What follows belongs to an exercise in optimizing a design on an open flow for small area, a short achievable clock period and few clock cycles per item; a production flow would make more cautious choices.
Function was not checked in any run shown here: the RTL went through the layout flow alone.
Power figures rest on the tool's default switching activity, not on a simulated workload.

==> flow/config.mk <==
export PLATFORM = sky130hd
export DESIGN_NAME = region_average_color_core
export DESIGN_NICKNAME = region_average_color_core
export VERILOG_FILES = /design/flow/design.v
export SDC_FILE = /design/flow/constraint.sdc
export NUM_CORES = 4
export LEC_CHECK = 0
export CAP_MARGIN = 20
export CORE_MARGIN = 2
export CORE_UTILIZATION = 40
export SETUP_SLACK_MARGIN = 3.5
export SLEW_MARGIN = 20
==> flow/constraint.sdc <==
create_clock -name core_clock -period 6.0 [get_ports {clk}]
set_input_delay 1.2000 -clock core_clock [delete_from_list [all_inputs] [get_ports {clk}]]
set_output_delay 1.2000 -clock core_clock [all_outputs]
set_load 0.01 [all_outputs]
==> flow/design.v <==
package rac_pkg;
	localparam int COORD_W = 11;
	localparam int REG_W   = 12;
	localparam int EXT_W   = 11;
	localparam int COLOR_W = 8;
	localparam int SUM_W   = 30;
	localparam int CNT_W   = 23;
	localparam logic [1:0] REG_LEFT   = 2'd0;
	localparam logic [1:0] REG_TOP    = 2'd1;
	localparam logic [1:0] REG_WIDTH  = 2'd2;
	localparam logic [1:0] REG_HEIGHT = 2'd3;
endpackage
module rac_add #(
	parameter int W = 8
) (
	input  logic [W-1:0] a,
	input  logic [W-1:0] b,
	input  logic         cin,
	output logic [W-1:0] sum,
	output logic         cout
);
	localparam int L = $clog2(W);
	logic [W-1:0] p, g;
	logic [W-1:0] gg [L+1];
	logic [W-1:0] pp [L+1];
	always_comb begin
		p = a ^ b;
		g = a & b;
		gg[0] = g;
		pp[0] = p;
		gg[0][0] = g[0] | (p[0] & cin);
		for (int l = 0; l < L; l++) begin
			for (int i = 0; i < W; i++) begin
				if (((i >> l) & 1) == 1) begin
					gg[l+1][i] = gg[l][i] | (pp[l][i] & gg[l][((i >> l) << l) - 1]);
					pp[l+1][i] = pp[l][i] & pp[l][((i >> l) << l) - 1];
				end else begin
					gg[l+1][i] = gg[l][i];
					pp[l+1][i] = pp[l][i];
				end
			end
		end
		sum[0] = p[0] ^ cin;
		for (int i = 1; i < W; i++) begin
			sum[i] = p[i] ^ gg[L][i-1];
		end
		cout = gg[L][W-1];
	end
endmodule
module rac_inc #(
	parameter int W = 8
) (
	input  logic [W-1:0] a,
	input  logic         inc,
	output logic [W-1:0] sum
);
	localparam int L = $clog2(W);
	logic [W-1:0] pp [L+1];
	always_comb begin
		pp[0] = a;
		for (int l = 0; l < L; l++) begin
			for (int i = 0; i < W; i++) begin
				if (((i >> l) & 1) == 1) begin
					pp[l+1][i] = pp[l][i] & pp[l][((i >> l) << l) - 1];
				end else begin
					pp[l+1][i] = pp[l][i];
				end
			end
		end
		sum[0] = a[0] ^ inc;
		for (int i = 1; i < W; i++) begin
			sum[i] = a[i] ^ (inc & pp[L][i-1]);
		end
	end
endmodule
module rac_front (
	input  logic                        clk,
	input  logic                        arst_n,
	input  logic                        wr_lo,
	input  logic                        wr_ext,
	input  logic [rac_pkg::REG_W-1:0]   data,
	input  logic [rac_pkg::COORD_W-1:0] p,
	output logic                        hit
);
	logic [rac_pkg::COORD_W-1:0] lo_q;
	logic [rac_pkg::EXT_W-1:0]   ext_q;
	logic [rac_pkg::COORD_W:0]   hi_q;
	always_ff @(posedge clk or negedge arst_n) begin
		if (!arst_n) begin
			lo_q  <= '0;
			ext_q <= '0;
		end else begin
			if (wr_lo) begin
				lo_q <= data[rac_pkg::REG_W-1] ? '0 : data[rac_pkg::COORD_W-1:0];
			end
			if (wr_ext) begin
				ext_q <= data[rac_pkg::EXT_W-1:0];
			end
		end
	end
	always_ff @(posedge clk) begin
		hi_q <= {1'b0, lo_q} + {1'b0, ext_q};
	end
	assign hit = (p >= lo_q) && ({1'b0, p} <= hi_q);
endmodule
module rac_queue (
	input  logic                        clk,
	input  logic                        arst_n,
	input  logic                        take,
	input  logic                        hit,
	input  logic [rac_pkg::COLOR_W-1:0] pixel_red,
	input  logic [rac_pkg::COLOR_W-1:0] pixel_green,
	input  logic [rac_pkg::COLOR_W-1:0] pixel_blue,
	input  logic                        last_pixel,
	output logic                        s_valid,
	output logic                        s_hit,
	output logic [rac_pkg::COLOR_W-1:0] s_red,
	output logic [rac_pkg::COLOR_W-1:0] s_green,
	output logic [rac_pkg::COLOR_W-1:0] s_blue,
	output logic                        s_last
);
	always_ff @(posedge clk or negedge arst_n) begin
		if (!arst_n) begin
			s_valid <= 1'b0;
		end else begin
			s_valid <= take;
		end
	end
	always_ff @(posedge clk) begin
		s_hit   <= hit;
		s_red   <= pixel_red;
		s_green <= pixel_green;
		s_blue  <= pixel_blue;
		s_last  <= last_pixel;
	end
endmodule
module rac_accum (
	input  logic                        clk,
	input  logic                        clr,
	input  logic                        div,
	input  logic                        add,
	input  logic [rac_pkg::COLOR_W-1:0] color,
	input  logic [rac_pkg::CNT_W-1:0]   tally,
	output logic [rac_pkg::COLOR_W-1:0] mean
);
	localparam int SW = rac_pkg::SUM_W;
	localparam int CW = rac_pkg::CNT_W;
	localparam int LO = SW - CW;   
	localparam int MW = rac_pkg::COLOR_W;
	logic [SW:0] acc_q;
	logic        cy_q;
	logic [MW-1:0]    lo_sum;
	logic             lo_cy;
	logic [SW-MW-1:0] hi_sum;
	rac_add #(.W(MW)) u_lo (.a(acc_q[MW-1:0]), .b(color), .cin(1'b0), .sum(lo_sum), .cout(lo_cy));
	rac_inc #(.W(SW-MW)) u_hi (.a(acc_q[SW-1:MW]), .inc(cy_q), .sum(hi_sum));
	logic        neg;
	logic [CW:0] rem;
	assign neg = acc_q[SW];
	rac_add #(.W(CW+1)) u_div (
		.a    (acc_q[SW:LO]),
		.b    ({1'b0, tally} ^ {(CW+1){!neg}}),
		.cin  (!neg),
		.sum  (rem),
		.cout ()
	);
	always_ff @(posedge clk) begin
		if (clr) begin
			acc_q <= '0;
			cy_q  <= 1'b0;
		end else if (div) begin
			acc_q <= {rem[CW-1:0], acc_q[LO-1:0], !rem[CW]};
			cy_q  <= 1'b0;
		end else begin
			acc_q <= {1'b0, hi_sum, add ? lo_sum : acc_q[MW-1:0]};
			cy_q  <= add && lo_cy;
		end
	end
	assign mean = acc_q[MW-1:0];
endmodule
module rac_div (
	input  logic       clk,
	input  logic       arst_n,
	input  logic       pixel_valid,
	input  logic       last_pixel,
	input  logic       cfg_wr_en,
	input  logic       s_valid,
	input  logic       s_last,
	input  logic       counted,
	input  logic       mean_ready,
	output logic       pixel_ready,
	output logic       take,
	output logic       clr,
	output logic       div,
	output logic       mean_valid,
	output logic       region_empty
);
	logic       open_q, open_n;
	logic       end_q;
	logic [2:0] step_q;
	assign take = pixel_valid && pixel_ready;
	assign open_n = (open_q || clr || (mean_valid && mean_ready)) && !(take && last_pixel);
	always_ff @(posedge clk or negedge arst_n) begin
		if (!arst_n) begin
			pixel_ready <= 1'b0;
			open_q      <= 1'b0;
			clr         <= 1'b1;
			end_q       <= 1'b0;
			div         <= 1'b0;
			mean_valid  <= 1'b0;
		end else begin
			open_q      <= open_n;
			pixel_ready <= open_n && !cfg_wr_en;
			clr   <= mean_valid && mean_ready;
			end_q <= s_valid && s_last;
			if (end_q && !region_empty) begin
				div <= 1'b1;
			end else if (step_q == '0) begin
				div <= 1'b0;
			end
			if (mean_valid && mean_ready) begin
				mean_valid <= 1'b0;
			end else if ((div && step_q == '0) || (end_q && region_empty)) begin
				mean_valid <= 1'b1;
			end
		end
	end
	always_ff @(posedge clk) begin
		if (clr) begin
			region_empty <= 1'b1;
		end else if (counted) begin
			region_empty <= 1'b0;
		end
		if (div) begin
			step_q <= step_q - 1'b1;
		end else begin
			step_q <= '1;
		end
	end
endmodule
module region_average_color_core (
	input  logic       clk,
	input  logic       arst_n,
	input  logic       cfg_wr_en,
	input  logic [1:0] cfg_index,
	input  logic [11:0] cfg_data,
	input  logic        pixel_valid,
	output logic        pixel_ready,
	input  logic [10:0] pixel_x,
	input  logic [10:0] pixel_y,
	input  logic [7:0]  pixel_blue,
	input  logic [7:0]  pixel_green,
	input  logic [7:0]  pixel_red,
	input  logic        last_pixel,
	output logic        mean_valid,
	input  logic        mean_ready,
	output logic [7:0]  mean_red,
	output logic [7:0]  mean_green,
	output logic [7:0]  mean_blue,
	output logic [22:0] inside_count,
	output logic        region_empty
);
	localparam int CW = rac_pkg::CNT_W;
	logic in_x, in_y;
	rac_front u_fx (
		.clk    (clk),
		.arst_n (arst_n),
		.wr_lo  (cfg_wr_en && cfg_index == rac_pkg::REG_LEFT),
		.wr_ext (cfg_wr_en && cfg_index == rac_pkg::REG_WIDTH),
		.data   (cfg_data),
		.p      (pixel_x),
		.hit    (in_x)
	);
	rac_front u_fy (
		.clk    (clk),
		.arst_n (arst_n),
		.wr_lo  (cfg_wr_en && cfg_index == rac_pkg::REG_TOP),
		.wr_ext (cfg_wr_en && cfg_index == rac_pkg::REG_HEIGHT),
		.data   (cfg_data),
		.p      (pixel_y),
		.hit    (in_y)
	);
	logic        take, clr, div;
	logic        s_valid, s_hit, s_last;
	logic [7:0]  s_red, s_green, s_blue;
	rac_queue u_in (
		.clk         (clk),
		.arst_n      (arst_n),
		.take        (take),
		.hit         (in_x && in_y),
		.pixel_red   (pixel_red),
		.pixel_green (pixel_green),
		.pixel_blue  (pixel_blue),
		.last_pixel  (last_pixel),
		.s_valid     (s_valid),
		.s_hit       (s_hit),
		.s_red       (s_red),
		.s_green     (s_green),
		.s_blue      (s_blue),
		.s_last      (s_last)
	);
	logic [CW-1:0] tally_q;
	logic          counted;
	logic [CW-1:0] tally_next;
	assign counted = s_valid && s_hit && !tally_q[CW-1];
	rac_inc #(.W(CW)) u_tally (.a(tally_q), .inc(counted), .sum(tally_next));
	always_ff @(posedge clk) begin
		if (clr) begin
			tally_q <= '0;
		end else begin
			tally_q <= tally_next;
		end
	end
	rac_accum u_r (.clk(clk), .clr(clr), .div(div), .add(counted), .color(s_red),
		.tally(tally_q), .mean(mean_red));
	rac_accum u_g (.clk(clk), .clr(clr), .div(div), .add(counted), .color(s_green),
		.tally(tally_q), .mean(mean_green));
	rac_accum u_b (.clk(clk), .clr(clr), .div(div), .add(counted), .color(s_blue),
		.tally(tally_q), .mean(mean_blue));
	rac_div u_ctl (
		.clk          (clk),
		.arst_n       (arst_n),
		.pixel_valid  (pixel_valid),
		.last_pixel   (last_pixel),
		.cfg_wr_en    (cfg_wr_en),
		.s_valid      (s_valid),
		.s_last       (s_last),
		.counted      (counted),
		.mean_ready   (mean_ready),
		.pixel_ready  (pixel_ready),
		.take         (take),
		.clr          (clr),
		.div          (div),
		.mean_valid   (mean_valid),
		.region_empty (region_empty)
	);
	assign inside_count = tally_q;
endmodule
==> flow/run.sh <==
#!/bin/bash
# synth_recipe.tcl (not shown) runs the flow's synth.tcl, then flattens the netlist and writes it again
# the make line also repeats each setting of config.mk as NAME=value (left out here)
make -C /OpenROAD-flow-scripts/flow DESIGN_CONFIG=/design/flow/config.mk WORK_HOME=/design/flow/orfs CLKGATE_MAP_FILE= SYNTH_SCRIPT=/design/flow/synth_recipe.tcl finish
==> impl_results.md, run 1 <==
- Status: timing/DRC/antenna clean
- Post-detail-place hpwl: 25900 um
- Dominant synthesized flop cell: dfxtp_1
- Fill count: 3323
- Hold Vio Cnt, Final: 0
- Setup TNS: 0 ps
- Clock share of power: 16.4%
- Max_slew headroom: 35.7%
- Largest net degree at the start of global routing: 92
- Synthesis Warnings: 15
- Register bit total from synthesis: 224
- Storage element area: 4870 um^2
- WS Path Type: reg -> reg
- Critical Path End Type: flip-flop
- Ports: 116
- Die width: 196 um
- Drt wl/cell: 17.5 um
- Pins Over Slew Limit: 0
- Synthesized cell area: 14700 um^2
- Cell Pwr Density: 554 nW/um^2
- Worst-path clk slew: 60 ps
- Core box area: 36400 um^2
- Global-route wire length before repair: 62100 um
- Met2 WL: 19600 um
- CTS Root Buffer Type: clkbuf_16
- Layout cell share with drive strength beyond 1: 19.3%
- NetSw: 0.00435 W
- Vias: 12200
- Wl on met1: 17300 um
- Mux cell area share after synthesis: 2.23%
- Largest family of logic cells by synthesized area: adder cells
- Register area share after synthesis: 32.2%
- WP data arrival: 3140 ps
- Synth async-reset ratio: 22.8%
- Logic gate share of total power: 58.5%
- DRC marker count from the first detailed-route iteration: 515
- CTS H-tree depth: 1
- CP Data Required Time: 6420 ps
- Multi-input combinational cell area: 9930 um^2
- Leak: 8.00 nW
- Total iterations of the first detailed-routing run: 4
- Post-synthesis compound-gate area fraction: 15.1%
- # clock sinks: 224
- Cell-internal power: 0.00603 W
- Mapped Cells: 1657
- Worst Tran Pin Value: 965 ps
- Layout Skew: 12.5 ps
- Clk Latency, worst-skew pair: 550 ps
- Count of hold-fix buffers inserted at cts: 0
- Commonest non-fill, non-tap cells in the layout: ha_1, dfxtp_1, xnor2_1, nor2_1, inv_1
- Crit-path slowest cell: dfxtp_4
- Post-Synth Simple-Gate Area: 15.3%
- Routed Antenna Nets: 0
- Met3 routed WL: 1910 um
- Distinct cells, synth: 74
- DRC viols: 0
- Die span in y: 196 um
- Fin nets: 2038
- Final wirelength: 39900 um
- TritonCTS Buffers: 27
- Top Layer Used: met4
- Crit path launch type: flip-flop
- Final worst path period need: 2720 ps
- Largest cells by area after synthesis: dfxtp_1, ha_1, xnor2_1
- RSZ-0062 raised after global routing: true
- Remaining Overflow, GRT: 0
- Initial Util: 40.4%
- Syn_nets: 1902
- Final Wtd Congestion: 0.862
- Worst Hold Class: reg -> reg
- Vias in the first global route: 12200
- Total GRT Usage: 19.9%
- Fmax: 368 MHz
- Post-synth EDFFs: 0
- Setup violators final: 0
- Initial antenna violation count: 2
- Longest Clk Path Bufs: 3
- Most common cell after layout, fill and taps aside: ha_1
- CP max FO: 6
- Maxcap violations: 0
- Synth-to-Final Area Change: 27.3%
- Mapped Avg Cell Area: 8.89 um^2
- Via density: 5.34
- Number of core rows: 70
- Fin util: 51.5%
- Switch share: 41.9%
- VDD IR max: 243 uV
- Slowest stage delay, CP: 420 ps
- Critical Path, Cell by Cell: buf_16, inv_2, mux2i_2, fa_2, nor2b_4, o311a_1, o211ai_1, buf_4, a21oi_4, o21a_1, o21a_1, o311a_1
- CTS tree: yes
- Adder-cell share of the synthesized area: 16.4%
- Final Cycle Share: 45.3%
- Full die area: 38400 um^2
- Port bufs: 115
- Post-Synth XOR/XNOR Area: 12.2%
- Area leader, netlist: dfxtp_1
- Post-synth top area share: 23.5%
- Sequential cell fraction of total power: 25.0%
sequential cells by signal, summed over array words and instances (netlist names), 3 cells and up:
| name | flops |
|---|---|
| u_fy.lo_q | 11 |
| u_ctl.step_q | 3 |
| u_in.s_red | 8 |
| u_fx.hi_q | 12 |
| u_b.acc_q | 31 |
| u_r.acc_q | 31 |
| u_g.acc_q | 31 |
| tally_q | 23 |
| u_in.s_green | 8 |
| u_fx.lo_q | 11 |
| u_in.s_blue | 8 |
| u_fy.hi_q | 12 |
| u_fx.ext_q | 11 |
| u_fy.ext_q | 11 |
path summary, 6_finish.rpt:
path	start	to	slack, ps	cells after the start
max	u_b.acc_q[30]$_SDFF_PP0_	u_b.acc_q[30]$_SDFF_PP0_	3280	12
min reg2reg	u_ctl.step_q[0]$_SDFF_PN1_	u_ctl.step_q[0]$_SDFF_PN1_	390	1
max reg2reg	u_b.acc_q[30]$_SDFF_PP0_	u_b.acc_q[30]$_SDFF_PP0_	3280	12
max in group asynchronous	arst_n	u_ctl.div$_DFFE_PN0P_	4730	2
min in group asynchronous	arst_n	u_fy.ext_q[0]$_DFFE_PN0P_	760	2
min	u_ctl.step_q[0]$_SDFF_PN1_	u_ctl.step_q[0]$_SDFF_PN1_	390	1
power groups by stage:
stage / Combinational (W) / Clock [W] / Sequential (W)
detailed placement: 0.00468 / 0 / 0.00265
global placement: 0.00459 / 0 / 0.00265
CTS: 0.00534 / 0.00174 / 0.00258
floorplan: 0.00395 / 0 / 0.00235
finish: 0.00608 / 0.00171 / 0.00260
global route: 0.00672 / 0.00180 / 0.00268
cell type report:
cell class / instances / share of cell area, %
Multi-Input combinational cell: 1208 / 52.9
Sequential cell: 224 / 26.0
Timing Repair Buffer: 205 / 10.5
Clock buffer: 37 / 4.18
Tap cell: 468 / 3.12
Inverter: 126 / 2.60
Clock inverter: 11 / 0.687
Timing Repair inverter: 1 / 0.0467
Antenna cell: 1 / 0.0133
synth_stat cells (14+ instances only):
master    number
dfxtp_1      173
ha_1         156
xnor2_1      148
nor2_1       129
inv_1        124
nand2_1      118
a21oi_1       99
o21ai_0       59
xor2_1        58
dfrtp_1       50
a211oi_1      49
clkbuf_1      49
nand3_1       37
a21o_1        26
buf_4         25
fa_1          23
mux2_2        22
nand2b_1      22
nand4_1       21
nor3_1        20
and3_1        18
o22ai_1       15
and2_1        14
buf_1         14
o21a_1        14
per-stage QoR:
| stage | hold slack (ps) | setup WS, ps | std cells | cell area (um^2) | power (W) |
|---|---|---|---|---|---|
| floorplan | 366 | 3430 | 1657 | 14900 | 0.00629 |
| global placement | 376 | 2590 | 2146 | 16100 | 0.00723 |
| detailed placement | 382 | 2510 | 2146 | 16100 | 0.00733 |
| CTS | 396 | 3300 | 2247 | 17900 | 0.00966 |
| global route | 422 | 3160 | 2280 | 18800 | 0.0112 |
| finish | 394 | 3280 | 2281 | 18800 | 0.0104 |
logic make-up (layout without fill, tap and decap cells):
group / Yosys count / in the layout
flip-flops: 224 / 224
other: 0 / 1
XOR/XNOR: 206 / 206
AO/OA/AOI/OAI: 341 / 341
buffers and inverters: 226 / 380
AND/OR/NAND/NOR: 451 / 452
adder cells (fa/ha/maj): 179 / 179
multiplexers: 30 / 30
what timing repair did:
action	in CTS	in global routing
pin swaps	71	88
cloned	2	3
setup endpoints to repair	129	66
gates resized for setup	200	117
setup buffers	51	30
metal layers:
metal | track usage (%) | vias to the layer above
met5 | 0 | -
met4 | 5.95 | 0
met3 | 3.64 | 71
met2 | 35.5 | 264
met1 | 24.4 | 5842
li1 | - | 5998
critical path, delay by kind of cell, from the launching register on:
family	cells	cell delay (ps)
AO/OA/AOI/OAI	6	1310
adder cells (fa/ha/maj)	1	270
buffers and inverters	3	380
flip-flops	1	420
multiplexers	1	180
AND/OR/NAND/NOR	1	50
==> inputs of run 2 (changes only) <==
--- a/flow/config.mk
+++ b/flow/config.mk
@@ -10,3 +10,4 @@
 export CORE_UTILIZATION = 40
-export SETUP_SLACK_MARGIN = 3.5
+export CTS_BUF_LIST = sky130_fd_sc_hd__clkbuf_4 sky130_fd_sc_hd__clkbuf_8
+export SETUP_SLACK_MARGIN = 3.0
 export SLEW_MARGIN = 20
==> impl_results.md, run 2 <==
- CP Data Required Time: 6470 ps (+50 ps)
- Ports: 116 (unchanged)
- Remaining Overflow, GRT: 0 (unchanged)
- Synth async-reset ratio: 22.8% (unchanged)
- Hold Vio Cnt, Final: 0 (unchanged)
- Largest cells by area after synthesis: dfxtp_1, ha_1, xnor2_1
- Count of hold-fix buffers inserted at cts: 0 (unchanged)
- CTS Root Buffer Type: clkbuf_8
- Vias in the first global route: 11700 (-4.1%)
- Register area share after synthesis: 32.2% (unchanged)
- Initial Util: 40.4% (unchanged)
- Final wirelength: 36100 um (-9.7%)
- DRC marker count from the first detailed-route iteration: 487 (-5.4%)
- Most common cell after layout, fill and taps aside: ha_1
- Synthesized cell area: 14700 um^2 (unchanged)
- Total GRT Usage: 18.9% (-1.1 points)
- Global-route wire length before repair: 58800 um (-5.3%)
- Final worst path period need: 2920 ps (+203 ps)
- Status: timing/DRC/antenna clean
- Via density: 5.24 (-1.9%)
- Syn_nets: 1902 (unchanged)
- Total iterations of the first detailed-routing run: 5 (+1)
- Layout Skew: 30.6 ps (+18.1 ps)
- Die width: 196 um (unchanged)
- Clk Latency, worst-skew pair: 580 ps (+30 ps)
- Layout cell share with drive strength beyond 1: 10.1% (-9.2 points)
- Mapped Cells: 1657 (unchanged)
- TritonCTS Buffers: 43 (+59%)
- Worst Hold Class: reg -> reg
- Dominant synthesized flop cell: dfxtp_1
- Worst Tran Pin Value: 914 ps (-50.9 ps)
- Fill count: 3507 (+5.5%)
- Port bufs: 115 (unchanged)
- WS Path Type: reg -> reg
- Commonest non-fill, non-tap cells in the layout: ha_1, dfxtp_1, xnor2_1, nor2_1, inv_1
- Pins Over Slew Limit: 0 (unchanged)
- Crit-path slowest cell: fa_1
- Register bit total from synthesis: 224 (unchanged)
- Largest net degree at the start of global routing: 78 (-15%)
- CP max FO: 23 (+17)
- Setup violators final: 0 (unchanged)
- Max_slew headroom: 39.1% (+3.4 points)
- Number of core rows: 70 (unchanged)
- # clock sinks: 224 (unchanged)
- Multi-input combinational cell area: 9070 um^2 (-8.6%)
- Drt wl/cell: 16.1 um (-8.0%)
- Critical path's top delay family: compound AO/OA/AOI/OAI gates
- Longest Clk Path Bufs: 3 (unchanged)
- Worst-path clk slew: 60 ps (about the same)
- Synth-to-Final Area Change: 16.8%
- RSZ-0062 raised after global routing: true
- Full die area: 38400 um^2 (unchanged)
- Slowest stage delay, CP: 450 ps (+30 ps)
- Mapped Avg Cell Area: 8.89 um^2 (unchanged)
- Regs by FF count: u_b.acc_q: 31 flops, u_g.acc_q: 31 flops, u_r.acc_q: 31 flops
- WP buf/inv: 1 (-2)
- Die span in y: 196 um (unchanged)
- Critical Path End Type: flip-flop
- Post-detail-place hpwl: 26100 um (+0.76%)
- Antenna cells: 0 (-1)
- Distinct cells, synth: 74 (unchanged)
- Initial antenna violation count: 1 (-1)
- Post-synth EDFFs: 0 (unchanged)
- CTS H-tree depth: 2 (+1)
- DP Area: 16000 um^2 (-0.55%)
- Crit path launch type: flip-flop
- Maxcap violations: 0 (unchanged)
- Synthesis Warnings: 15 (unchanged)
- DRC viols: 0 (unchanged)
- Post-synth top area share: 23.5% (unchanged)
- Fmax: 342 MHz (-7.0%)
- Vias: 11700 (-3.7%)
- Storage element area: 4790 um^2 (-1.6%)
- Cell Pwr Density: 526 nW/um^2 (-5.0%)
- Routed Antenna Nets: 0 (unchanged)
- Core box area: 36400 um^2 (unchanged)
- VDD IR max: 246 uV (+1.0%)
- CTS tree: yes
- Top post-synthesis cells by count: dfxtp_1, ha_1, xnor2_1
- Critical Path, Cell by Cell: buf_8, xor2_1, fa_1, nand2b_1, a21o_1, a31oi_4, a311oi_2, nor3b_2, a31oi_1, a221oi_1
- Setup TNS: 0 ps (unchanged)
- Fin nets: 1986 (-2.6%)
- Final Wtd Congestion: 0.854 (-0.97%)
- Final Cycle Share: 48.7% (+3.4 points)
- Post-route cell area: 17200 um^2 (-8.2%)
- Top-count cell post-synth: dfxtp_1
- Leak: 7.28 nW (-9.0%)
- WP data arrival: 3400 ps (+260 ps)
- Area leader, netlist: dfxtp_1
-- run 2: cell counts after synthesis --
Identical to the previous run, type by type.
-- run 2: cell type report --
| class | count | share of cell area (%) |
|---|---|---|
| inverter | 126 | 2.76 |
| sequential | 224 | 27.8 |
| tap | 468 | 3.40 |
| clock inverter | 12 | 0.865 |
| clock buffer | 63 | 4.60 |
| multi-input combinational | 1207 | 52.7 |
| timing repair buffer | 139 | 7.82 |
-- run 2: logic make-up (layout without fill, tap and decap cells) --
family | count (synthesis) | after routing | share of synthesized area, %
simple gates | 451 | 451 | 15.3
compound gates | 341 | 341 | 15.1
buf+inv | 226 | 340 | 6.54
flops | 224 | 224 | 32.2
xor+xnor | 206 | 206 | 12.2
fa+ha+maj | 179 | 179 | 16.4
mux | 30 | 30 | 2.23
-- run 2: final timing paths --
kind	from	to	slack [ps]	depth (start not counted)
max in group asynchronous	arst_n	u_ctl.div$_DFFE_PN0P_	4780	2
min in group asynchronous	arst_n	u_fy.ext_q[0]$_DFFE_PN0P_	730	2
hold / removal	u_ctl.step_q[0]$_SDFF_PN1_	u_ctl.step_q[0]$_SDFF_PN1_	400	1
setup reg to reg	u_r.acc_q[30]$_SDFF_PP0_	u_r.acc_q[0]$_SDFFE_PP0P_	3080	10
setup / recovery	u_r.acc_q[30]$_SDFF_PP0_	u_r.acc_q[0]$_SDFFE_PP0P_	3080	10
hold reg to reg	u_ctl.step_q[0]$_SDFF_PN1_	u_ctl.step_q[0]$_SDFF_PN1_	400	1
-- run 2: metal layers --
layer | routed length (um) | global-route usage, % | vias up
met5 | 13 | 0 | -
met4 | 947 | 6.71 | 2
met3 | 1700 | 3.61 | 66
met2 | 17400 | 33.2 | 245
met1 | 16000 | 22.9 | 5521
li1 | - | - | 5893
-- run 2: stage by stage --
stage / utilization, % / cells / worst slack, ps / power (W) / hold WS (ps)
after detailed placement: 44.0 / 2145 / 2510 / 0.00725 / 378
after CTS: 46.7 / 2221 / 2970 / 0.00901 / 393
after global routing: 47.2 / 2239 / 2900 / 0.00987 / 413
final: 47.2 / 2239 / 3080 / 0.00905 / 400
after floorplan: - / 1657 / 3010 / 0.00617 / 366
after global placement: 44.0 / 2145 / 2300 / 0.00715 / 375
-- run 2: power breakdown --
part	total (W)	internal [W]	switching (W)
clock	0.00167	0.000979	0.000687
combinational	0.00481	0.00227	0.00254
sequential	0.00257	0.00201	0.000567
-- run 2: repair_timing --
action,4_1_cts,5_1_grt
buffers inserted,1,18
pin swaps,2,2
gates resized for setup,30,12
setup endpoints to repair,54,19
gates cloned,0,0
==> inputs of run 3 (changes only) <==
--- a/flow/config.mk
+++ b/flow/config.mk
@@ -9,3 +9,3 @@
 export CORE_MARGIN = 2
-export CORE_UTILIZATION = 40
+export CORE_UTILIZATION = 60
 export CTS_BUF_LIST = sky130_fd_sc_hd__clkbuf_4 sky130_fd_sc_hd__clkbuf_8
==> impl_results.md, run 3 <==
- Largest cells by area after synthesis: dfxtp_1, ha_1, xnor2_1
- Total iterations of the first detailed-routing run: 4 (-1)
- Worst Hold Class: reg -> reg
- Hold path start: u_ctl.step_q[0]$_SDFF_PN1_
- Port bufs: 115 (unchanged)
- Mapped Avg Cell Area: 8.89 um^2 (unchanged)
- Final total power: 0.00890 W (-1.6%)
- Cell Pwr Density: 528 nW/um^2 (+0.39%)
- Area leader, netlist: dfxtp_1
- Top post-synthesis cells by count: dfxtp_1, ha_1, xnor2_1
- Layout Skew: 25.0 ps (-5.62 ps)
- Worst-path clk slew: 60 ps (about the same)
- TritonCTS Buffers: 41 (-4.7%)
- Register area share after synthesis: 32.2% (unchanged)
- CTS H-tree depth: 2 (unchanged)
- Setup violators final: 0 (unchanged)
- CP max FO: 2 (-91%)
- Fmax: 335 MHz (-2.1%)
- Synthesized cell area: 14700 um^2 (unchanged)
- Largest net degree at the start of global routing: 77 (-1.3%)
- Reg2reg start: u_b.acc_q[30]$_SDFF_PP0_
- Number of core rows: 57 (-19%)
- CTS tree: yes
- Max_slew headroom: 37.4% (-1.7 points)
- CTS Root Buffer Type: clkbuf_8
- Sequential cell fraction of total power: 29.5% (+1.1 points)
- Synthesis Warnings: 15 (unchanged)
- Antenna cells: 0 (unchanged)
- WP data arrival: 3450 ps (+50 ps)
- Remaining Overflow, GRT: 0 (unchanged)
- Most common cell after layout, fill and taps aside: ha_1
- Slowest stage delay, CP: 550 ps (+100 ps)
- WS Path Type: in -> reg
- Register bit total from synthesis: 224 (unchanged)
- Longest Clk Path Bufs: 3 (unchanged)
- Global-route wire length before repair: 57700 um (-1.8%)
- Maxcap violations: 0 (unchanged)
- DRC viols: 0 (unchanged)
- Die span in y: 161 um (-18%)
- Clock share of power: 17.2% (-1.2 points)
- Cell-internal power: 0.00515 W (-2.1%)
- Dominant synthesized flop cell: dfxtp_1
- Pins Over Slew Limit: 0 (unchanged)
- Vias: 11700 (-0.63%)
- CP Data Required Time: 6470 ps (about the same)
- Initial antenna violation count: 0 (-1)
- Distinct cells, synth: 74 (unchanged)
- Final Wtd Congestion: 0.857 (+0.32%)
- Mapped Cells: 1657 (unchanged)
- Die width: 161 um (-18%)
- Top-count cell post-synth: dfxtp_1
- Worst Tran Pin Value: 936 ps (+21.8 ps)
- Ports: 116 (unchanged)
- Crit path from: pixel_y[5]
- Commonest non-fill, non-tap cells in the layout: ha_1, dfxtp_1, xnor2_1, nor2_1, inv_1
- Fin nets: 1973 (-0.65%)
- Final wirelength: 35200 um (-2.4%)
- Total GRT Usage: 27.6% (+8.7 points)
- Core box area: 24200 um^2 (-34%)
- Crit path launch type: primary input
- Initial Util: 60.9% (+20 points)
- VDD IR max: 267 uV (+8.4%)
- Post-synth top area share: 23.5% (unchanged)
- Regs by FF count: u_b.acc_q: 31 flops, u_g.acc_q: 31 flops, u_r.acc_q: 31 flops
- Critical Path End Type: flip-flop
- Via density: 5.61 (+7.0%)
- Logic gate share of total power: 53.3% (+0.2 points)
- Crit-path slowest cell: o21ai_0
- Worst reg2reg setup slack: 3140 ps (+60 ps)
- Full die area: 25800 um^2 (-33%)
- Drt wl/cell: 16.9 um (+5.1%)
- Leak: 7.18 nW (-1.4%)
- Routed Antenna Nets: 0 (unchanged)
- Status: timing/DRC/antenna clean
- Synth async-reset ratio: 22.8% (unchanged)
- # clock sinks: 224 (unchanged)
- DRC marker count from the first detailed-route iteration: 692 (+42%)
- RSZ-0062 raised after global routing: true
- Post-detail-place hpwl: 25500 um (-2.4%)
- Critical Path, Cell by Cell: clkdlybuf4s50_1, ha_1, a21o_1, a21o_1, a21oi_1, a21oi_1, o21ai_0, and4_1
- Critical path's top delay family: compound AO/OA/AOI/OAI gates
- Vias in the first global route: 11800 (+0.70%)
- Switch share: 42.2% (+0.32 points)
- Hold Vio Cnt, Final: 0 (unchanged)
- Syn_nets: 1902 (unchanged)
- Clk Latency, worst-skew pair: 540 ps (-40 ps)
- NetSw: 0.00376 W (-0.87%)
- Setup TNS: 0 ps (unchanged)
- WP buf/inv: 1 (unchanged)
- Final Cycle Share: 49.8% (+1.1 points)
- Final worst path period need: 2990 ps (+63.7 ps)
- Layout cell share with drive strength beyond 1: 9.06% (-0.99 points)
- Synth-to-Final Area Change: 14.5%
- Post-synth EDFFs: 0 (unchanged)
## run 3: cell counts after synthesis
No cell type changed its count.
## run 3: cell type report
type	instances	area, um^2
multi-input cells	1207	9080
fillers	2012	7310
flip-flops and latches	224	4780
repair buffers	128	1250
clock buffers	63	805
inverters	126	475
well taps	324	405
clock inverters	7	62.6
## run 3: repair_timing
action | CTS | global route
endpoints found under the setup margin | 48 | 22
hold buffers | 0 | 0
pin swaps | 0 | 2
resized for setup | 23 | 14
buffers inserted | 0 | 7
## run 3: final timing paths
kind | to | cells past startpoint
worst max-delay path | u_in.s_hit$_DFF_P_ | 8
worst min-delay path | u_ctl.step_q[0]$_SDFF_PN1_ | 1
worst max register to register | u_b.acc_q[0]$_SDFFE_PP0P_ | 10
worst min register to register | u_ctl.step_q[0]$_SDFF_PN1_ | 1
max in group asynchronous | u_ctl.div$_DFFE_PN0P_ | 2
min in group asynchronous | u_fy.lo_q[3]$_DFFE_PN0P_ | 2
## run 3: power by group through the flow
stage	logic, W	registers, W	clock network [W]
floorplan	0.00383	0.00234	0
global placement	0.00448	0.00264	0
detailed placement	0.00459	0.00265	0
CTS	0.00465	0.00263	0.00156
global route	0.00537	0.00270	0.00163
finish	0.00475	0.00262	0.00154
## run 3: cell families after synthesis
group	count (synthesis)	share of synthesized area, %
simple gates	451	15.3
compound gates	341	15.1
buf+inv	226	6.54
flops	224	32.2
xor+xnor	206	12.2
fa+ha+maj	179	16.4
mux	30	2.23
## run 3: layer usage
layer / part of all wire, % / global-route usage (%) / wire [um]
met4: 4.0 / 11.8 / 1390
met5: 0 / 0 / 0
met2: 50 / 49.5 / 17500
met3: 3.7 / 3.85 / 1310
met1: 43 / 33.0 / 15000
## run 3: metrics by stage
step / instances / setup WS, ps / utilization [%] / hold slack [ps] / instance area [um^2]
after global placement: 2002 / 2520 / 65.5 / 377 / 15800
after CTS: 2072 / 2990 / 69.3 / 393 / 16800
after floorplan: 1657 / 3010 / - / 366 / 14700
after global routing: 2079 / 2980 / 69.8 / 407 / 16900
after detailed placement: 2002 / 2490 / 65.5 / 379 / 15800
final: 2079 / 3010 / 69.8 / 396 / 16900
==> inputs of run 4 (changes only) <==
--- a/flow/design.v
+++ b/flow/design.v
@@ -142,3 +142,4 @@
 	input  logic [rac_pkg::COLOR_W-1:0] color,
-	input  logic [rac_pkg::CNT_W-1:0]   tally,
+	input  logic [rac_pkg::SUM_W:0]     div_in,
+	output logic [rac_pkg::SUM_W:0]     acc,
 	output logic [rac_pkg::COLOR_W-1:0] mean
@@ -146,4 +147,2 @@
 	localparam int SW = rac_pkg::SUM_W;
-	localparam int CW = rac_pkg::CNT_W;
-	localparam int LO = SW - CW;   
 	localparam int MW = rac_pkg::COLOR_W;
@@ -156,12 +155,2 @@
 	rac_inc #(.W(SW-MW)) u_hi (.a(acc_q[SW-1:MW]), .inc(cy_q), .sum(hi_sum));
-	logic        neg;
-	logic [CW:0] rem;
-	assign neg = acc_q[SW];
-	rac_add #(.W(CW+1)) u_div (
-		.a    (acc_q[SW:LO]),
-		.b    ({1'b0, tally} ^ {(CW+1){!neg}}),
-		.cin  (!neg),
-		.sum  (rem),
-		.cout ()
-	);
 	always_ff @(posedge clk) begin
@@ -171,3 +160,3 @@
 		end else if (div) begin
-			acc_q <= {rem[CW-1:0], acc_q[LO-1:0], !rem[CW]};
+			acc_q <= div_in;
 			cy_q  <= 1'b0;
@@ -178,4 +167,25 @@
 	end
+	assign acc  = acc_q;
 	assign mean = acc_q[MW-1:0];
 endmodule
+module rac_step (
+	input  logic [rac_pkg::SUM_W:0]   acc,
+	input  logic [rac_pkg::CNT_W-1:0] tally,
+	output logic [rac_pkg::SUM_W:0]   next
+);
+	localparam int SW = rac_pkg::SUM_W;
+	localparam int CW = rac_pkg::CNT_W;
+	localparam int LO = SW - CW;   
+	logic        neg;
+	logic [CW:0] rem;
+	assign neg = acc[SW];
+	rac_add #(.W(CW+1)) u_add (
+		.a    (acc[SW:LO]),
+		.b    ({1'b0, tally} ^ {(CW+1){!neg}}),
+		.cin  (!neg),
+		.sum  (rem),
+		.cout ()
+	);
+	assign next = {rem[CW-1:0], acc[LO-1:0], !rem[CW]};
+endmodule
 module rac_div (
@@ -199,3 +209,3 @@
 	logic       end_q;
-	logic [2:0] step_q;
+	logic [4:0] step_q;
 	assign take = pixel_valid && pixel_ready;
@@ -236,3 +246,3 @@
 		end else begin
-			step_q <= '1;
+			step_q <= 5'd23;
 		end
@@ -313,8 +323,11 @@
 	end
+	localparam int SW = rac_pkg::SUM_W;
+	logic [SW:0] acc_r, acc_g, acc_b, step_b;
+	rac_step u_step (.acc(acc_b), .tally(tally_q), .next(step_b));
 	rac_accum u_r (.clk(clk), .clr(clr), .div(div), .add(counted), .color(s_red),
-		.tally(tally_q), .mean(mean_red));
+		.div_in(step_b), .acc(acc_r), .mean(mean_red));
 	rac_accum u_g (.clk(clk), .clr(clr), .div(div), .add(counted), .color(s_green),
-		.tally(tally_q), .mean(mean_green));
+		.div_in(acc_r), .acc(acc_g), .mean(mean_green));
 	rac_accum u_b (.clk(clk), .clr(clr), .div(div), .add(counted), .color(s_blue),
-		.tally(tally_q), .mean(mean_blue));
+		.div_in(acc_g), .acc(acc_b), .mean(mean_blue));
 	rac_div u_ctl (
--- a/flow/config.mk
+++ b/flow/config.mk
@@ -9,4 +9,3 @@
 export CORE_MARGIN = 2
-export CORE_UTILIZATION = 60
-export CTS_BUF_LIST = sky130_fd_sc_hd__clkbuf_4 sky130_fd_sc_hd__clkbuf_8
+export CORE_UTILIZATION = 40
 export SETUP_SLACK_MARGIN = 3.0
==> impl_results.md, run 4 <==
- Hold_ws: 409 ps (+13.3 ps)
- Max_slew headroom: 32.3% (-5.1 points)
- Mapped Avg Cell Area: 9.05 um^2 (+1.8%)
- Die span in y: 182 um (+13%)
- Hold Path End: u_ctl.step_q[0]$_SDFF_PN1_
- Top post-synthesis cells by count: dfxtp_1, nor2_1, ha_1
- Synth-to-Final Area Change: 18.1%
- Cell Pwr Density: 477 nW/um^2 (-9.6%)
- WP data arrival: 3330 ps (-120 ps)
- Most common cell after layout, fill and taps aside: dfxtp_1
- Register area share after synthesis: 37.7% (+5.5 points)
- Final wirelength: 28900 um (-18%)
- Layout cell share with drive strength beyond 1: 7.02% (-2.0 points)
- Fin nets: 1670 (-15%)
- Crit path launch type: primary input
- Reg2reg start: u_b.acc_q[30]$_SDFF_PP0_
- Dominant synthesized flop cell: dfxtp_1
- Hold path start: u_ctl.step_q[0]$_SDFF_PN1_
- Number of core rows: 65 (+14%)
- Register bit total from synthesis: 226 (+0.89%)
- Logic gate share of total power: 40.6% (-13 points)
- Area leader, netlist: dfxtp_1
- Worst reg2reg setup slack: 3200 ps (+60 ps)
- CTS Root Buffer Type: clkbuf_16
- Vias: 9682 (-17%)
- CTS tree: yes
- Post-route cell area: 15000 um^2 (-11%)
- Worst-path clk slew: 60 ps (about the same)
- Vias in the first global route: 9548 (-19%)
- Layout Skew: 33.9 ps (+8.84 ps)
- Remaining Overflow, GRT: 0 (unchanged)
- Core box area: 31400 um^2 (+30%)
- Final Wtd Congestion: 0.868 (+1.4%)
- DRC viols: 0 (unchanged)
- VDD IR max: 264 uV (-1.1%)
- Hold Vio Cnt, Final: 0 (unchanged)
- Maxcap violations: 0 (unchanged)
- WS Path Type: in -> reg
- Via density: 5.10 (-9.0%)
- Fmax: 341 MHz (+1.8%)
- Clk Latency, worst-skew pair: 550 ps (about the same)
- Antenna cells: 0 (unchanged)
- Total GRT Usage: 17.5% (-10 points)
- Leak: 6.34 nW (-12%)
- Largest net degree at the start of global routing: 80 (+3.9%)
- Largest cells by area after synthesis: dfxtp_1, ha_1, dfrtp_1
- Hold path cells: 1 (unchanged)
- Synthesis Warnings: 15 (unchanged)
- Count of hold-fix buffers inserted at cts: 0 (unchanged)
- CP Data Required Time: 6390 ps (-80 ps)
- FF-to-FF End: u_r.acc_q[0]$_SDFFE_PP0P_
- DP Area: 14000 um^2 (-12%)
- Setup TNS: 0 ps (unchanged)
- Full die area: 33200 um^2 (+28%)
- CTS H-tree depth: 1 (-1)
- DRC marker count from the first detailed-route iteration: 443 (-36%)
- RSZ-0062 raised after global routing: false
- # clock sinks: 226 (+0.89%)
- Status: timing/DRC/antenna clean
- Port bufs: 115 (unchanged)
- Distinct cells, synth: 66 (-11%)
- Top-count cell post-synth: dfxtp_1
- Final worst path period need: 2930 ps (-52.5 ps)
- TritonCTS Buffers: 27 (-34%)
- Synth async-reset ratio: 22.6% (-0.20 points)
- Post-synth top area share: 27.6% (+4.1 points)
- Post-synth EDFFs: 0 (unchanged)
- Syn_nets: 1597 (-16%)
- Cell-internal power: 0.00443 W (-14%)
- Critical Path End Type: flip-flop
- Ports: 116 (unchanged)
- Longest Clk Path Bufs: 3 (unchanged)
- Initial Util: 40.4% (-21 points)
- Regs by FF count: u_b.acc_q: 31 flops, u_g.acc_q: 31 flops, u_r.acc_q: 31 flops
- Switch share: 38.0% (-4.2 points)
- Synthesized cell area: 12700 um^2 (-14%)
- Depth of the most critical reg-to-reg path: 10 (unchanged)
- Setup violators final: 0 (unchanged)
- NetSw: 0.00272 W (-28%)
- Final Cycle Share: 48.9% (-0.87 points)
- Worst Hold Class: reg -> reg
- Initial antenna violation count: 0 (unchanged)
- Clock share of power: 23.7% (+6.5 points)
- Mapped Cells: 1402 (-15%)
- Worst Tran Pin Value: 1010 ps (+79.1 ps)
- Global-route wire length before repair: 48300 um (-16%)
- CP max FO: 2 (unchanged)
- Die width: 182 um (+13%)
- Commonest non-fill, non-tap cells in the layout: dfxtp_1, nor2_1, ha_1, clkdlybuf4s50_1, nand2_1
- Sequential cell fraction of total power: 35.7% (+6.2 points)
- Total iterations of the first detailed-routing run: 5 (+1)
- Pins Over Slew Limit: 0 (unchanged)
- Drt wl/cell: 15.2 um (-9.9%)
- Post-detail-place hpwl: 21400 um (-16%)
- Routed Antenna Nets: 0 (unchanged)
[run 4: cell types whose count changed in the layout (fill, tap and decap cells not counted), sizes merged, moves of 8 or more]
cell    change
xnor2      -56
o22ai      -10
clkbuf     -21
ha         -42
nand2      -17
fa          -8
nor2       +17
nand4       -9
xor2        -9
o21a       -10
inv        -28
nand3b      -8
[run 4: per-layer routing]
metal	GRT usage (%)	vias to the layer above	wire length, um
met2	29.3	164	13100
met5	0	-	0
met3	2.43	46	985
li1	-	4927	-
met1	23.9	4545	14100
met4	4.52	0	684
[run 4: logic make-up (layout without fill, tap and decap cells)]
family / count (synthesis) / count (layout) / share of synthesized area [%]
xor+xnor: 141 / 141 / 9.73
flops: 226 / 226 / 37.7
compound gates: 272 / 272 / 13.4
mux: 34 / 34 / 2.91
buf+inv: 176 / 270 / 6.00
fa+ha+maj: 129 / 129 / 13.6
simple gates: 424 / 424 / 16.6
[run 4: cell type report]
class / count / area (um^2)
multi-input cells: 1000 / 7170
repair buffers: 123 / 1220
clock inverters: 8 / 96.3
inverters: 97 / 364
flip-flops and latches: 226 / 4790
clock buffers: 42 / 842
well taps: 402 / 503
fillers: 3005 / 16400
[run 4: power groups by stage]
stage	logic (W)	clock network, W	registers [W]
after floorplan	0.00237	0	0.00233
after global placement	0.00281	0	0.00258
after detailed placement	0.00287	0	0.00259
after CTS	0.00290	0.00173	0.00256
after global routing	0.00330	0.00180	0.00264
final	0.00290	0.00169	0.00256
[run 4: worst max path at each step]
| stage | start | endpoint | depth (start not counted) |
|---|---|---|---|
| floorplan | u_b.acc_q[30]$_SDFF_PP0_ | u_r.acc_q[30]$_SDFF_PP0_ | 11 |
| global placement | pixel_x[0] | u_in.s_hit$_DFF_P_ | 10 |
| detailed placement | pixel_x[0] | u_in.s_hit$_DFF_P_ | 10 |
| CTS | pixel_x[0] | u_in.s_hit$_DFF_P_ | 10 |
| global route | u_b.acc_q[30]$_SDFF_PP0_ | u_r.acc_q[0]$_SDFFE_PP0P_ | 10 |
| finish | pixel_x[0] | u_in.s_hit$_DFF_P_ | 10 |
[run 4: critical path, cell delays in order]
cell and delay, ps:
clkdlybuf4s50_1 460, inv_1 50, ha_1 270, nand2b_1 140, a21o_1 170, a21o_1 170
a211oi_1 280, o21ai_0 170, a211oi_2 330, nor4_2 90
[run 4: stage by stage]
| stage | utilization (%) | setup WS [ps] | cells | total power [W] |
|---|---|---|---|---|
| 2_1_floorplan | - | 3000 | 1402 | 0.00470 |
| 3_3_place_gp | 44.5 | 2480 | 1845 | 0.00539 |
| 3_5_place_dp | 44.5 | 2480 | 1845 | 0.00546 |
| 4_1_cts | 47.6 | 3000 | 1895 | 0.00719 |
| 5_1_grt | 47.7 | 3010 | 1898 | 0.00773 |
| 6_report | 47.7 | 3070 | 1898 | 0.00715 |
[run 4: what timing repair did]
item | CTS | global route
setup endpoints to repair | 13 | 6
setup buffers | 0 | 3
gates resized for setup | 3 | 4
==> inputs of run 5 (changes only) <==
--- a/flow/config.mk
+++ b/flow/config.mk
@@ -10,3 +10,3 @@
 export CORE_UTILIZATION = 40
-export SETUP_SLACK_MARGIN = 3.0
+export SETUP_SLACK_MARGIN = 3.3
 export SLEW_MARGIN = 20
==> impl_results.md, run 5 <==
- Status: timing/DRC/antenna clean
- Setup violators final: 0 (unchanged)
- Dominant synthesized flop cell: dfxtp_1
- Worst Tran Pin Value: 982 ps (-32.6 ps)
- Crit-path slowest cell: clkdlybuf4s50_1
- Global-route wire length before repair: 48500 um (+0.36%)
- DRC marker count from the first detailed-route iteration: 450 (+1.6%)
- CP Data Required Time: 4800 ps (-1590 ps)
- Total iterations of the first detailed-routing run: 4 (-1)
- CTS tree: yes
- Crit path launch type: flip-flop
- Die span in y: 182 um (unchanged)
- Via density: 5.13 (+0.60%)
- VDD IR max: 255 uV (-3.3%)
- Final worst path period need: 2670 ps (-263 ps)
- Final Wtd Congestion: 0.821 (-5.4%)
- Largest cells by area after synthesis: dfxtp_1, ha_1, dfrtp_1
- Mapped Avg Cell Area: 9.05 um^2 (unchanged)
- Worst-path clk slew: 60 ps (about the same)
- Count of hold-fix buffers inserted at cts: 0 (unchanged)
- Maxcap violations: 0 (unchanged)
- CTS H-tree depth: 1 (unchanged)
- Post-synth EDFFs: 0 (unchanged)
- RSZ-0062 raised after global routing: true
- Regs by FF count: u_b.acc_q: 31 flops, u_g.acc_q: 31 flops, u_r.acc_q: 31 flops
- CP max FO: 5 (+3)
- # placed instances: 1845 (unchanged)
- Layout cell share with drive strength beyond 1: 12.0% (+5.0 points)
- Vias: 9797 (+1.2%)
- Cell Pwr Density: 482 nW/um^2 (+1.0%)
- Synthesized cell area: 12700 um^2 (unchanged)
- Max_slew headroom: 34.5% (+2.2 points)
- Die width: 182 um (unchanged)
- Post-detail-place hpwl: 21000 um (-1.6%)
- Worst Hold Class: reg -> reg
- Synth async-reset ratio: 22.6% (unchanged)
- Top post-synthesis cells by count: dfxtp_1, nor2_1, ha_1
- Register area share after synthesis: 37.7% (unchanged)
- DRC viols: 0 (unchanged)
- Fmax: 374 MHz (+9.8%)
- Register bit total from synthesis: 226 (unchanged)
- Syn_nets: 1597 (unchanged)
- WP data arrival: 1470 ps (-1860 ps)
- Final wirelength: 29500 um (+2.1%)
- Commonest non-fill, non-tap cells in the layout: nor2_1, dfxtp_1, ha_1, nand2_1, inv_1
- Layout Skew: 21.9 ps (-12.0 ps)
- Setup TNS: 0 ps (unchanged)
- Antenna cells: 0 (unchanged)
- Ports: 116 (unchanged)
- Post-synth top area share: 27.6% (unchanged)
- Synthesis Warnings: 15 (unchanged)
- Distinct cells, synth: 66 (unchanged)
- Core box area: 31400 um^2 (unchanged)
- Fin nets: 1683 (+0.78%)
- Clk Latency, worst-skew pair: 540 ps (about the same)
- Leak: 6.82 nW (+7.6%)
- WS Path Type: reg -> out
- Total GRT Usage: 17.6% (+0.093 points)
- Final cell count without fillers: 1909 (+0.58%)
- Critical path's top delay family: buffers and inverters
- Fill count: 2919 (-2.9%)
- Critical Path, Cell by Cell: clkdlybuf4s50_1
- Pins Over Slew Limit: 0 (unchanged)
- Hold Vio Cnt, Final: 0 (unchanged)
- Drt wl/cell: 15.5 um (+1.5%)
- Port bufs: 115 (unchanged)
- Storage element area: 4840 um^2 (+0.91%)
- Most common cell after layout, fill and taps aside: nor2_1
- Synth-to-Final Area Change: 21.1%
- Routed Antenna Nets: 0 (unchanged)
- Initial antenna violation count: 0 (unchanged)
- TritonCTS Buffers: 27 (unchanged)
- Largest net degree at the start of global routing: 97 (+21%)
- Critical Path End Type: output pin
- Vias in the first global route: 9473 (-0.79%)
- CTS Root Buffer Type: clkbuf_16
- Multi-input combinational cell area: 7410 um^2 (+3.4%)
- Remaining Overflow, GRT: 0 (unchanged)
- Mapped Cells: 1402 (unchanged)
- WP buf/inv: 1 (-1)
- Slowest stage delay, CP: 550 ps (+90 ps)
- Full die area: 33200 um^2 (unchanged)
- Number of core rows: 65 (unchanged)
- Longest Clk Path Bufs: 3 (unchanged)
- Area leader, netlist: dfxtp_1
- Initial Util: 40.4% (unchanged)
- # clock sinks: 226 (unchanged)
- Final Cycle Share: 44.5% (-4.4 points)
- Top-count cell post-synth: dfxtp_1
==> run 5: cell count changes in the layout (fill, tap and decap cells not counted), moves of 7 or more <==
cell / previous run / this run
dfxtp_2: 0 / 31
clkdlybuf4s50_1: 114 / 63
ha_1: 114 / 107
clkbuf_8: 11 / 4
dfxtp_1: 174 / 142
buf_4: 6 / 18
a21oi_1: 96 / 88
dlygate4sd2_1: 0 / 32
dlymetal6s2s_1: 0 / 19
==> run 5: cell type report <==
class / instances / share of cell area (%)
multi-input combinational: 1000 / 48.3
sequential: 226 / 31.5
timing repair buffer: 136 / 8.86
clock buffer: 41 / 5.00
tap: 402 / 3.28
inverter: 97 / 2.37
clock inverter: 7 / 0.741
==> run 5: path summary, 6_finish.rpt <==
path	startpoint	to	slack, ps	cells past startpoint
min	u_ctl.step_q[0]$_SDFF_PN1_	u_ctl.step_q[0]$_SDFF_PN1_	410	1
min in group asynchronous	arst_n	u_fy.ext_q[10]$_DFFE_PN0P_	770	2
min reg2reg	u_ctl.step_q[0]$_SDFF_PN1_	u_ctl.step_q[0]$_SDFF_PN1_	410	1
max	tally_q[14]$_SDFF_PP0_	inside_count[14]	3330	1
max in group asynchronous	arst_n	u_ctl.div$_DFFE_PN0P_	4720	2
max reg2reg	u_b.acc_q[30]$_SDFF_PP0_	u_r.acc_q[17]$_SDFF_PP0_	3370	12
==> run 5: power by group <==
part	switching (W)	internal [W]
combinational	0.00168	0.00155
sequential	0.000529	0.00200
clock	0.000632	0.00100
==> run 5: per-layer routing <==
layer	track usage [%]	wire length [um]	vias to the layer above
met5	0	0	-
met4	4.00	579	0
met3	2.29	1030	39
met2	29.1	13600	151
met1	24.6	14300	4643
li1	-	-	4964
==> run 5: stage by stage <==
| stage | worst slack [ps] | power, W | hold slack, ps | util, % | instance area (um^2) |
|---|---|---|---|---|---|
| global route | 3230 | 0.00800 | 427 | 48.9 | 15400 |
| floorplan | 3320 | 0.00470 | 379 | - | 12700 |
| detailed placement | 2500 | 0.00545 | 400 | 44.5 | 14000 |
| CTS | 3280 | 0.00721 | 414 | 47.8 | 15000 |
| finish | 3330 | 0.00740 | 407 | 48.9 | 15400 |
| global placement | 2480 | 0.00541 | 395 | 44.5 | 14000 |
==> run 5: kinds of logic (layout without fill, tap and decap cells) <==
family,Yosys count,count (layout),share of synthesized area (%)
xor gates and xnor gates,141,141,9.73
adders and majority gates,129,129,13.6
buffers and inverters,176,281,6.00
and+or+nand+nor,424,424,16.6
AOI/OAI and AO/OA,272,272,13.4
DFF,226,226,37.7
muxes,34,34,2.91
==> run 5: what timing repair did <==
action,CTS,global route
gates cloned,1,1
gates resized for setup,85,60
endpoints found under the setup margin,62,31
pin swaps,11,43
buffers inserted,3,11
==> inputs of run 6 (changes only) <==
==> flow/flow/run.sh (new file) <==
#!/bin/bash
# The standard layout (standard.sh, ORFS from synthesis to finish) with one
# change: the buffer placed on each input and output port is the plain
# sky130_fd_sc_hd__buf_1 instead of the delay cell buffer_ports picks by
# default. make's full output goes to standard.log; ORFS's per-step logs stay
# under orfs/logs/.
set -uo pipefail
export BUFFER_PORTS_ARGS="-buffer_cell sky130_fd_sc_hd__buf_1"
bash standard.sh > standard.log 2>&1
==> flow/standard.sh (new file) <==
#!/bin/bash
# synth_recipe.tcl (not shown) runs the flow's synth.tcl, then flattens the netlist and writes it again
# the make line also repeats each setting of config.mk as NAME=value (left out here)
make -C /OpenROAD-flow-scripts/flow DESIGN_CONFIG=/design/flow/config.mk WORK_HOME=/design/flow/orfs CLKGATE_MAP_FILE= SYNTH_SCRIPT=/design/flow/synth_recipe.tcl "${@:-finish}"
--- a/flow/config.mk
+++ b/flow/config.mk
@@ -10,3 +10,3 @@
 export CORE_UTILIZATION = 40
-export SETUP_SLACK_MARGIN = 3.3
+export SETUP_SLACK_MARGIN = 3.0
 export SLEW_MARGIN = 20
removed: flow/run.sh
==> impl_results.md, run 6 <==
- Final worst path period need: 2840 ps (+163 ps)
- Post-synth EDFFs: 0 (unchanged)
- Fill count: 3105 (+6.4%)
- Slack of the critical path: 3160 ps (-163 ps)
- Status: timing/DRC/antenna clean
- CP max FO: 23 (+18)
- Worst-path clk slew: 60 ps (about the same)
- Area leader, netlist: dfxtp_1
- Initial antenna violation count: 0 (unchanged)
- Die span in y: 182 um (unchanged)
- Initial Util: 40.4% (unchanged)
- Total GRT Usage: 17.4% (-0.27 points)
- CTS H-tree depth: 1 (unchanged)
- Leak: 6.00 nW (-12%)
- Vias: 9728 (-0.70%)
- Top post-synthesis cells by count: dfxtp_1, nor2_1, ha_1
- Post-route cell area: 14200 um^2 (-7.7%)
- Via density: 5.13 (about the same)
- Storage element area: 4790 um^2 (-0.98%)
- Hold_ws: 418 ps (+10.4 ps)
- Fin nets: 1668 (-0.89%)
- Most common cell after layout, fill and taps aside: dfxtp_1
- Clk Latency, worst-skew pair: 530 ps (about the same)
- Postcts setup bufs: 0 (-3)
- Number of core rows: 65 (unchanged)
- Layout cell share with drive strength beyond 1: 6.43% (-5.6 points)
- Remaining Overflow, GRT: 0 (unchanged)
- Critical Path End Type: flip-flop
- DRC viols: 0 (unchanged)
- Pre-CTS WS: 2850 ps (+348 ps)
- Distinct cells, synth: 66 (unchanged)
- Worst Tran Pin Value: 802 ps (-181 ps)
- Routed Antenna Nets: 0 (unchanged)
- Drt wl/cell: 15.1 um (-2.6%)
- Regs by FF count: u_b.acc_q: 31 flops, u_g.acc_q: 31 flops, u_r.acc_q: 31 flops
- Layout Skew: 10.1 ps (-11.8 ps)
- Mapped Cells: 1402 (unchanged)
- Final Cycle Share: 47.3% (+2.7 points)
- CP Data Required Time: 6430 ps (+1630 ps)
- Worst Hold Class: reg -> reg
- Register area share after synthesis: 37.7% (unchanged)
- Synthesized cell area: 12700 um^2 (unchanged)
- Multi-input combinational cell area: 7160 um^2 (-3.4%)
- Ports: 116 (unchanged)
- RSZ-0062 raised after global routing: false
- DRC marker count from the first detailed-route iteration: 433 (-3.8%)
- Top-count cell post-synth: dfxtp_1
- Pins Over Slew Limit: 0 (unchanged)
- TritonCTS Buffers: 27 (unchanged)
- VDD IR max: 215 uV (-16%)
- Syn_nets: 1597 (unchanged)
- Die width: 182 um (unchanged)
- Final total power: 0.00691 W (-6.6%)
- Total iterations of the first detailed-routing run: 5 (+1)
- WS Path Type: reg -> reg
- Post-detail-place hpwl: 21100 um (+0.40%)
- Register bit total from synthesis: 226 (unchanged)
- Dominant synthesized flop cell: dfxtp_1
- Post-synth top area share: 27.6% (unchanged)
- Largest net degree at the start of global routing: 80 (-18%)
- WP data arrival: 3260 ps (+1790 ps)
- Vias in the first global route: 9516 (+0.45%)
- Full die area: 33200 um^2 (unchanged)
- Count of hold-fix buffers inserted at cts: 0 (unchanged)
- Port bufs: 115 (unchanged)
- Cell Pwr Density: 488 nW/um^2 (+1.1%)
- Max_slew headroom: 46.5% (+12 points)
- # clock sinks: 226 (unchanged)
- Final wirelength: 28500 um (-3.4%)
- Synth-to-Final Area Change: 11.8%
- Synthesis Warnings: 15 (unchanged)
- Global-route wire length before repair: 47900 um (-1.2%)
- Largest cells by area after synthesis: dfxtp_1, ha_1, dfrtp_1
- Antenna cells: 0 (unchanged)
- Longest Clk Path Bufs: 3 (unchanged)
- Commonest non-fill, non-tap cells in the layout: dfxtp_1, nor2_1, ha_1, buf_1, nand2_1
- Final Wtd Congestion: 0.811 (-1.2%)
- Hold Vio Cnt, Final: 0 (unchanged)
- DP Area: 13300 um^2 (-5.1%)
- Core box area: 31400 um^2 (unchanged)
- Maxcap violations: 0 (unchanged)
- Setup TNS: 0 ps (unchanged)
- Mapped Avg Cell Area: 9.05 um^2 (unchanged)
- Crit path launch type: flip-flop
- Synth async-reset ratio: 22.6% (unchanged)
- CTS tree: yes
- Fmax: 353 MHz (-5.8%)
- Setup violators final: 0 (unchanged)
- CTS Root Buffer Type: clkbuf_16
-- run 6: per-layer routing --
metal  wire length, um  global-route usage (%)  share of wire [%]
met1             13200                    22.5                 46
met2             13800                    30.5                 48
met3              1050                    2.65                3.7
met4               541                    3.84                1.9
met5                 0                       0                  0
-- run 6: critical path: stages (launching register included) --
cell and delay, ps:
dfxtp_1 330, buf_12 170, xor2_1 180, fa_1 410
nand2b_1 210, a211oi_2 280, nor2_1 160, o21ai_2 250
a41oi_2 190, o211a_1 270, a221oi_1 270
-- run 6: timing repair --
action                     4_1_cts  5_1_grt
gates resized for setup          2        3
pin swaps                        0        1
gates cloned                     0        0
setup endpoints to repair        4        6
-- run 6: metrics by stage --
stage,cells,utilization [%]
finish,1895,45.2
global route,1895,45.2
CTS,1894,45.0
detailed placement,1845,42.3
global placement,1845,42.3
floorplan,1402,-
-- run 6: cells by family (layout without fill, tap and decap cells) --
group / count (synthesis) / in the layout / share of synthesized area (%)
AND/OR/NAND/NOR: 424 / 424 / 16.6
AO/OA/AOI/OAI: 272 / 272 / 13.4
flip-flops: 226 / 226 / 37.7
buffers and inverters: 176 / 267 / 6.00
XOR/XNOR: 141 / 141 / 9.73
adder cells (fa/ha/maj): 129 / 129 / 13.6
multiplexers: 34 / 34 / 2.91
-- run 6: area by class of cell --
type	instances	share of cell area, %
clock inverter	9	0.521
clock buffer	40	5.53
multi-input combinational	1000	50.5
inverter	97	2.57
sequential	226	33.8
tap	402	3.55
timing repair buffer	121	3.60
-- run 6: path summary, 6_finish.rpt --
kind | startpoint | to | slack, ps | depth (start not counted)
setup / recovery | u_b.acc_q[30]$_SDFF_PP0_ | u_r.acc_q[0]$_SDFFE_PP0P_ | 3160 | 10
hold / removal | u_g.acc_q[30]$_SDFF_PP0_ | u_b.acc_q[30]$_SDFF_PP0_ | 420 | 1
setup reg to reg | u_b.acc_q[30]$_SDFF_PP0_ | u_r.acc_q[0]$_SDFFE_PP0P_ | 3160 | 10
hold reg to reg | u_g.acc_q[30]$_SDFF_PP0_ | u_b.acc_q[30]$_SDFF_PP0_ | 420 | 1
max in group asynchronous | arst_n | u_ctl.div$_DFFE_PN0P_ | 4710 | 2
min in group asynchronous | arst_n | u_fy.lo_q[9]$_DFFE_PN0P_ | 790 | 2
-- run 6: report_power, final --
group	switching (W)	internal, W
logic	0.00152	0.00126
clock network	0.000637	0.000943
registers	0.000552	0.00199

-- separate check: timing with driven ports --
In the flow no input, the clock included, has a driving cell. The finished layouts below were timed again as built, in two steps.
Step 1 sets driving cells, clkbuf_16 on the clock port and buf_2 on the other inputs (assumed; they add their load-dependent delay and slew).
Step 2 also shifts input and output timing later by t, the mid clock arrival at the registers, as if the neighbouring blocks saw the same clock.
a / b / c = ideal ports / drivers / drivers and shift; a / b = the first two.
| run | t, ns | setup slack, ns | clock arrival spread, ns |
|---|---|---|---|
| run 1 | 0.593 | 3.281 / 3.281 / 3.013 | 0.015 / 0.015 |
| run 2 | 0.615 | 3.077 / 3.033 / 2.751 | 0.031 / 0.031 |
| run 3 | 0.577 | 3.013 / 3.022 / 2.461 | 0.025 / 0.025 |
| run 4 | 0.578 | 3.066 / 3.075 / 2.513 | 0.035 / 0.035 |
| run 5 | 0.579 | 3.328 / 3.277 / 2.821 | 0.023 / 0.022 |
| run 6 | 0.569 | 3.165 / 3.165 / 2.896 | 0.010 / 0.010 |
After both steps every run listed still meets setup and hold. The setup slack of run 4, which loses most, moves by +0.009 ns with the drivers and by -0.553 ns with both steps.
